What follows belongs to an exercise in optimizing a design on an open flow for small area; a production flow would make more cautious choices.
The RTL was checked by simulation tests, not by an equivalence proof against the original design.

==> inputs of run a <==
// ddc_top
module ddc_top (
    input  wire logic        i_clock,
    input  wire logic        i_rst_n,
    input  wire logic [31:0] i_sample,
    input  wire logic        i_valid,
    input  wire logic [31:0] i_phase_inc,
    input  wire logic        i_phase_inc_valid,
    output      logic [31:0] o_iq,
    output      logic        o_valid
);
    logic [7:0]  k_early;
    logic [7:0]  k_late;
    logic [15:0] a_i, a_q, b_i, b_q;
    logic [15:0] a_i_q, a_q_q, b_i_q, b_q_q;
    logic        valid_q;
    ddc_nco nco_i (
        .i_clock          (i_clock),
        .i_rst_n          (i_rst_n),
        .i_valid          (i_valid),
        .i_phase_inc      (i_phase_inc),
        .i_phase_inc_valid(i_phase_inc_valid),
        .o_k_early        (k_early),
        .o_k_late         (k_late)
    );
    ddc_mixer_lane mixer_early_i (.i_sample(i_sample[31:16]), .i_k(k_early), .o_i(a_i), .o_q(a_q));
    ddc_mixer_lane mixer_late_i  (.i_sample(i_sample[15:0]),  .i_k(k_late),  .o_i(b_i), .o_q(b_q));
    always_ff @(posedge i_clock) begin
        a_i_q <= a_i;
        a_q_q <= a_q;
        b_i_q <= b_i;
        b_q_q <= b_q;
    end
    always_ff @(posedge i_clock or negedge i_rst_n) begin
        if (!i_rst_n) valid_q <= 1'b0;
        else          valid_q <= i_valid;
    end
    ddc_halfband_decim hb_i_i (
  ...
Settings: LEC_CHECK=0, CAP_MARGIN=20, CORE_MARGIN=2, CORE_UTILIZATION=40, SLEW_MARGIN=20, SYNTH_HIERARCHICAL=1; clock period 10.0 ns.
standard.sh (not shown) runs the stock make flow with config.mk's settings and CLKGATE_MAP_FILE= SYNTH_SCRIPT=/design/flow/synth_recipe.tcl, a recipe that flattens the netlist after the stock synthesis.
==> flow/flow/run.sh <==
#!/bin/bash
# Layout flow: the standard synthesis, unchanged; then every combinational cell in
# the synthesized netlist is set to its smallest drive strength, except those driving more than 6 pins (registers keep their
# cells), so that the resizer in the standard layout sizes up only what timing, slew
# and capacitance need; then the standard layout from floorplan to finish.
set -euo pipefail
R="$PWD/orfs/results/$FLOW_PLATFORM/ddc_top/base"
bash standard.sh synth > synth_run.log 2>&1
cp "$R/1_2_yosys.v" 1_2_yosys.standard.v
python3 flow/downsize.py "$FLOW_HOME/platforms/$FLOW_PLATFORM/lib/sky130_fd_sc_hd__tt_025C_1v80.lib" \
    1_2_yosys.standard.v "$R/1_2_yosys.v" 6 > downsize.log 2>&1
rm -f "$R/1_synth.odb" "$R/1_synth.sdc"
bash standard.sh > layout_run.log 2>&1
==> flow/flow/downsize.py <==
#!/usr/bin/env python3
"""downsize.py LIB IN.v OUT.v [MAXFO]: give every combinational cell instance in IN.v
the smallest-area cell of the same function family (same name up to the drive suffix),
unless one of its outputs drives more than MAXFO pins (default 6), where the size
synthesis chose is kept. Flip-flops, latches and every other cell kind are left alone."""
import re, sys

lib, src, dst = sys.argv[1:4]
maxfo = int(sys.argv[4]) if len(sys.argv) > 4 else 6
libtxt = open(lib).read()
area, outpins = {}, {}
for m in re.finditer(r'\n    cell \("(sky130_fd_sc_hd__\w+)"\)', libtxt):
    name = m.group(1)
    j = libtxt.find('\n    cell (', m.end())
    body = libtxt[m.end(): j if j > 0 else len(libtxt)]
    a = re.search(r'area\s*:\s*([\d.]+)', body)
    if a:
        area[name] = float(a.group(1))
    outs = set()
    for pm in re.finditer(r'(?<![_a-z])pin \("(\w+)"\)', body):
        seg = body[pm.end(): pm.end() + 400]
        d = re.search(r'direction : "(\w+)"', seg)
        if d and d.group(1) == "output":
            outs.add(pm.group(1))
    outpins[name] = outs
family = {}
for c in area:
    m = re.match(r"(sky130_fd_sc_hd__[a-z0-9]+?)_(\d+)$", c)
    if m:
        family.setdefault(m.group(1), []).append(c)
KEEP = re.compile(r"sky130_fd_sc_hd__(df|edf|sdf|sedf|dl|sdl|conb|tap|fill|decap|diode|clk|lpflow|probe|macro)")
swap = {}
for base, cells in family.items():
    best = min(cells, key=lambda c: (area[c], c))
    for c in cells:
        if c != best and area[c] > area[best] and not KEEP.match(c):
            swap[c] = best
text = open(src).read()
inst_re = re.compile(r"\b(sky130_fd_sc_hd__\w+)(\s+)(\S+)(\s*\()(.*?)\);", re.S)
# fanout: number of input pins on each net
fo = {}
insts = []
for m in inst_re.finditer(text):
    cell = m.group(1)
    pins = re.findall(r"\.(\w+)\(\s*([^()]*?)\s*\)", m.group(5))
    insts.append((m, cell, pins))
    for p, n in pins:
        if p not in outpins.get(cell, ()):
            fo[n] = fo.get(n, 0) + 1
count, kept = {}, 0
def rep(m):
    global kept
    c = m.group(1)
    if c not in swap:
        return m.group(0)
    pins = re.findall(r"\.(\w+)\(\s*([^()]*?)\s*\)", m.group(5))
    f = max([fo.get(n, 0) for p, n in pins if p in outpins.get(c, ())] or [0])
    if f > maxfo:
        kept += 1
        return m.group(0)
    count[c] = count.get(c, 0) + 1
    return swap[c] + m.group(0)[len(c):]
text = inst_re.sub(rep, text)
open(dst, "w").write(text)
saved = sum(n * (area[c] - area[swap[c]]) for c, n in count.items())
for c, n in sorted(count.items()):
    print(f"{n:6d} {c} -> {swap[c]}")
print(f"kept {kept} cells that drive more than {maxfo} pins")
print(f"area saved before layout: {saved:.1f} um2")
==> run b (differences from run a) <==
==> flow/flow/run.sh (replaced) <==
#!/bin/bash
# Layout flow: the standard synthesis, unchanged; then every combinational cell in
# the synthesized netlist is set to its smallest drive strength (registers keep their
# cells), so that the resizer in the standard layout sizes up only what timing, slew
# and capacitance need; then the standard layout from floorplan to finish.
set -euo pipefail
R="$PWD/orfs/results/$FLOW_PLATFORM/ddc_top/base"
bash standard.sh synth > synth_run.log 2>&1
cp "$R/1_2_yosys.v" 1_2_yosys.standard.v
python3 flow/downsize.py "$FLOW_HOME/platforms/$FLOW_PLATFORM/lib/sky130_fd_sc_hd__tt_025C_1v80.lib" \
    1_2_yosys.standard.v "$R/1_2_yosys.v" > downsize.log 2>&1
rm -f "$R/1_synth.odb" "$R/1_synth.sdc"
bash standard.sh > layout_run.log 2>&1
==> flow/flow/downsize.py (replaced) <==
#!/usr/bin/env python3
"""downsize.py LIB IN.v OUT.v: give every combinational cell instance in IN.v the
smallest-area cell of the same function family (same name up to the drive suffix),
leaving flip-flops, latches and every other cell kind as they are."""
import re, sys

lib, src, dst = sys.argv[1:4]
area = {}
for m in re.finditer(r'cell\s*\(\s*"?(sky130_fd_sc_hd__\w+)"?\s*\)\s*\{.*?area\s*:\s*([\d.]+)', open(lib).read(), re.S):
    area[m.group(1)] = float(m.group(2))
family = {}
for c in area:
    m = re.match(r"(sky130_fd_sc_hd__[a-z0-9]+?)_(\d+)$", c)
    if m:
        family.setdefault(m.group(1), []).append(c)
KEEP = re.compile(r"sky130_fd_sc_hd__(df|edf|sdf|sedf|dl|sdl|conb|tap|fill|decap|diode|clk|lpflow|probe|macro)")
swap = {}
for base, cells in family.items():
    best = min(cells, key=lambda c: (area[c], c))
    for c in cells:
        if c != best and area[c] > area[best] and not KEEP.match(c):
            swap[c] = best
text = open(src).read()
count = {}
def rep(m):
    c = m.group(1)
    if c in swap:
        count[c] = count.get(c, 0) + 1
        return swap[c] + m.group(2)
    return m.group(0)
text = re.sub(r"\b(sky130_fd_sc_hd__\w+)(\s+\S+\s*\()", rep, text)
open(dst, "w").write(text)
saved = sum(n * (area[c] - area[swap[c]]) for c, n in count.items())
for c, n in sorted(count.items()):
    print(f"{n:6d} {c} -> {swap[c]}")
print(f"area saved before layout: {saved:.1f} um2")
- CTS_BUF_LIST: unset -> sky130_fd_sc_hd__clkbuf_8 sky130_fd_sc_hd__clkbuf_16
- CTS_CLUSTER_DIAMETER: unset -> 100
- CTS_CLUSTER_SIZE: unset -> 20
==> run c (differences from run a) <==
==> flow/flow/run.sh (replaced) <==
#!/bin/bash
# Layout flow: the standard synthesis, unchanged; then every combinational cell in
# the synthesized netlist is set to its smallest drive strength (registers keep their
# cells), so that the resizer in the standard layout sizes up only what timing, slew
# and capacitance need; then the standard layout from floorplan to finish.
set -euo pipefail
R="$PWD/orfs/results/$FLOW_PLATFORM/ddc_top/base"
bash standard.sh synth > synth_run.log 2>&1
cp "$R/1_2_yosys.v" 1_2_yosys.standard.v
python3 flow/downsize.py "$FLOW_HOME/platforms/$FLOW_PLATFORM/lib/sky130_fd_sc_hd__tt_025C_1v80.lib" \
    1_2_yosys.standard.v "$R/1_2_yosys.v" > downsize.log 2>&1
rm -f "$R/1_synth.odb" "$R/1_synth.sdc"
bash standard.sh > layout_run.log 2>&1
==> flow/flow/downsize.py (replaced) <==
#!/usr/bin/env python3
"""downsize.py LIB IN.v OUT.v: give every combinational cell instance in IN.v the
smallest-area cell of the same function family (same name up to the drive suffix),
leaving flip-flops, latches and every other cell kind as they are."""
import re, sys

lib, src, dst = sys.argv[1:4]
area = {}
for m in re.finditer(r'cell\s*\(\s*"?(sky130_fd_sc_hd__\w+)"?\s*\)\s*\{.*?area\s*:\s*([\d.]+)', open(lib).read(), re.S):
    area[m.group(1)] = float(m.group(2))
family = {}
for c in area:
    m = re.match(r"(sky130_fd_sc_hd__[a-z0-9]+?)_(\d+)$", c)
    if m:
        family.setdefault(m.group(1), []).append(c)
KEEP = re.compile(r"sky130_fd_sc_hd__(df|edf|sdf|sedf|dl|sdl|conb|tap|fill|decap|diode|clk|lpflow|probe|macro)")
swap = {}
for base, cells in family.items():
    best = min(cells, key=lambda c: (area[c], c))
    for c in cells:
        if c != best and area[c] > area[best] and not KEEP.match(c):
            swap[c] = best
text = open(src).read()
count = {}
def rep(m):
    c = m.group(1)
    if c in swap:
        count[c] = count.get(c, 0) + 1
        return swap[c] + m.group(2)
    return m.group(0)
text = re.sub(r"\b(sky130_fd_sc_hd__\w+)(\s+\S+\s*\()", rep, text)
open(dst, "w").write(text)
saved = sum(n * (area[c] - area[swap[c]]) for c, n in count.items())
for c, n in sorted(count.items()):
    print(f"{n:6d} {c} -> {swap[c]}")
print(f"area saved before layout: {saved:.1f} um2")
- CORE_UTILIZATION: 40 -> 65
- CTS_BUF_LIST: unset -> sky130_fd_sc_hd__clkbuf_4 sky130_fd_sc_hd__clkbuf_8
==> comparison <==
- Register-to-register slack: run b is lower than run a (0.18 ns).
- Sequential cell count is the same in run c and run a.
- Of run b and run c, run b has the higher critical path depth (gap 3).
- Between run c and run b, the lower count of clock-buffer cells in the layout is in run b (gap 52).
- Of run b and run a, run b has the higher sequential share of layout area (gap 0.22 points).
- Via count: run b < run a < run c.


==> build 77: inputs <==
ddc_top, a different RTL version from the one above (not shown whole).
Settings: LEC_CHECK=0, CAP_MARGIN=20, CORE_MARGIN=2, CORE_UTILIZATION=40, CTS_BUF_LIST=sky130_fd_sc_hd__clkbuf_8 sky130_fd_sc_hd__clkbuf_16, CTS_CLUSTER_DIAMETER=120, CTS_CLUSTER_SIZE=24, GPL_TIMING_DRIVEN=0, SLEW_MARGIN=20, SYNTH_HIERARCHICAL=1; clock period 10.0 ns.
==> flow/flow/run.sh <==
#!/bin/bash
# Layout flow: the standard synthesis, unchanged; then every combinational cell in
# the synthesized netlist is set to its smallest drive strength (registers keep their
# cells), so that the resizer in the standard layout sizes up only what timing, slew
# and capacitance need; then the standard layout from floorplan to finish, with
# every port buffered by the smallest buffer (buf_1) instead of clkdlybuf4s50_1.
set -euo pipefail
R="$PWD/orfs/results/$FLOW_PLATFORM/ddc_top/base"
bash standard.sh synth > synth_run.log 2>&1
cp "$R/1_2_yosys.v" 1_2_yosys.standard.v
python3 flow/downsize.py "$FLOW_HOME/platforms/$FLOW_PLATFORM/lib/sky130_fd_sc_hd__tt_025C_1v80.lib" \
    1_2_yosys.standard.v "$R/1_2_yosys.v" > downsize.log 2>&1
rm -f "$R/1_synth.odb" "$R/1_synth.sdc"
bash standard.sh BUFFER_PORTS_ARGS="-buffer_cell sky130_fd_sc_hd__buf_1" finish > layout_run.log 2>&1
==> flow/flow/downsize.py <==
#!/usr/bin/env python3
"""downsize.py LIB IN.v OUT.v: give every combinational cell instance in IN.v the
smallest-area cell of the same function family (same name up to the drive suffix),
leaving flip-flops, latches and every other cell kind as they are."""
import re, sys

lib, src, dst = sys.argv[1:4]
area = {}
for m in re.finditer(r'cell\s*\(\s*"?(sky130_fd_sc_hd__\w+)"?\s*\)\s*\{.*?area\s*:\s*([\d.]+)', open(lib).read(), re.S):
    area[m.group(1)] = float(m.group(2))
family = {}
for c in area:
    m = re.match(r"(sky130_fd_sc_hd__[a-z0-9]+?)_(\d+)$", c)
    if m:
        family.setdefault(m.group(1), []).append(c)
KEEP = re.compile(r"sky130_fd_sc_hd__(df|edf|sdf|sedf|dl|sdl|conb|tap|fill|decap|diode|clk|lpflow|probe|macro)")
swap = {}
for base, cells in family.items():
    best = min(cells, key=lambda c: (area[c], c))
    for c in cells:
        if c != best and area[c] > area[best] and not KEEP.match(c):
            swap[c] = best
text = open(src).read()
count = {}
def rep(m):
    c = m.group(1)
    if c in swap:
        count[c] = count.get(c, 0) + 1
        return swap[c] + m.group(2)
    return m.group(0)
text = re.sub(r"\b(sky130_fd_sc_hd__\w+)(\s+\S+\s*\()", rep, text)
open(dst, "w").write(text)
saved = sum(n * (area[c] - area[swap[c]]) for c, n in count.items())
for c, n in sorted(count.items()):
    print(f"{n:6d} {c} -> {swap[c]}")
print(f"area saved before layout: {saved:.1f} um2")
==> trial 75: changes against build 77 <==
--- a/flow/config.mk
+++ b/flow/config.mk
@@ -9,3 +9,3 @@
 export CORE_MARGIN = 2
-export CORE_UTILIZATION = 40
+export CORE_UTILIZATION = 50
 export CTS_BUF_LIST = sky130_fd_sc_hd__clkbuf_8 sky130_fd_sc_hd__clkbuf_16
@@ -13,3 +13,2 @@
 export CTS_CLUSTER_SIZE = 24
-export GPL_TIMING_DRIVEN = 0
 export SLEW_MARGIN = 20
==> build 84: changes against build 77 <==
--- a/flow/config.mk
+++ b/flow/config.mk
@@ -13,3 +13,2 @@
 export CTS_CLUSTER_SIZE = 24
-export GPL_TIMING_DRIVEN = 0
 export SLEW_MARGIN = 20
==> results.sh <==
export IMPL_outcome="complete, no violations"
export IMPL_post_place_ws_ns=0.505
export IMPL_firstDrtPassIters=5
export IMPL_dp_cells=5007
export IMPL_gp_congestion=0.925
export IMPL_grt_pass1_vias=30100
the above is filed under trial 75

==> results.sh <==
export IMPL_grt_pass1_vias=30600
export IMPL_outcome="complete, no violations"
export IMPL_dp_cells=5181
export IMPL_gp_congestion=0.885
the above is filed under build 77

==> results.sh <==
export IMPL_gp_congestion=0.927
export IMPL_firstDrtPassIters=6
export IMPL_outcome="complete, no violations"
export IMPL_grt_pass1_vias=29900
export IMPL_post_place_ws_ns=0.393
the above is filed under build 84

static timing again, ports no longer ideal:
How much do the figures lean on ideal ports? The routed layouts below were timed once more, with nothing changed but the port constraints. Step 1, drivers: a clkbuf_16 drives i_clock and a buf_2 each remaining input, both assumed. Step 2 adds t to the input delays and takes it off the output delays; t is the mean of the earliest and latest rising clock arrival at the registers after step 1. Input paths then give back, and output paths get back, about the clock's delay inside the block. Slacks: ideal ports / drivers / drivers and shift; pairs: ideal ports / drivers.
run | t, ns | setup WS [ns] | pins driven straight from the clock port
run a | 0.627 | 0.808 / 0.808 / 0.555 | 1
run b | 0.605 | 0.628 / 0.628 / 0.513 | 1
run c | 0.672 | 0.540 / 0.540 / 0.262 | 1
build 77 | 0.593 | 0.657 / 0.657 / 0.657 | 1
trial 75 | 0.586 | 0.752 / 0.752 / 0.580 | 1
build 84 | 0.581 | 0.862 / 0.862 / 0.818 | 1
After both steps setup and hold are still met in every run listed. The setup slack of run c, which loses most, moves by 0.000 ns with the drivers and by -0.278 ns with both steps.
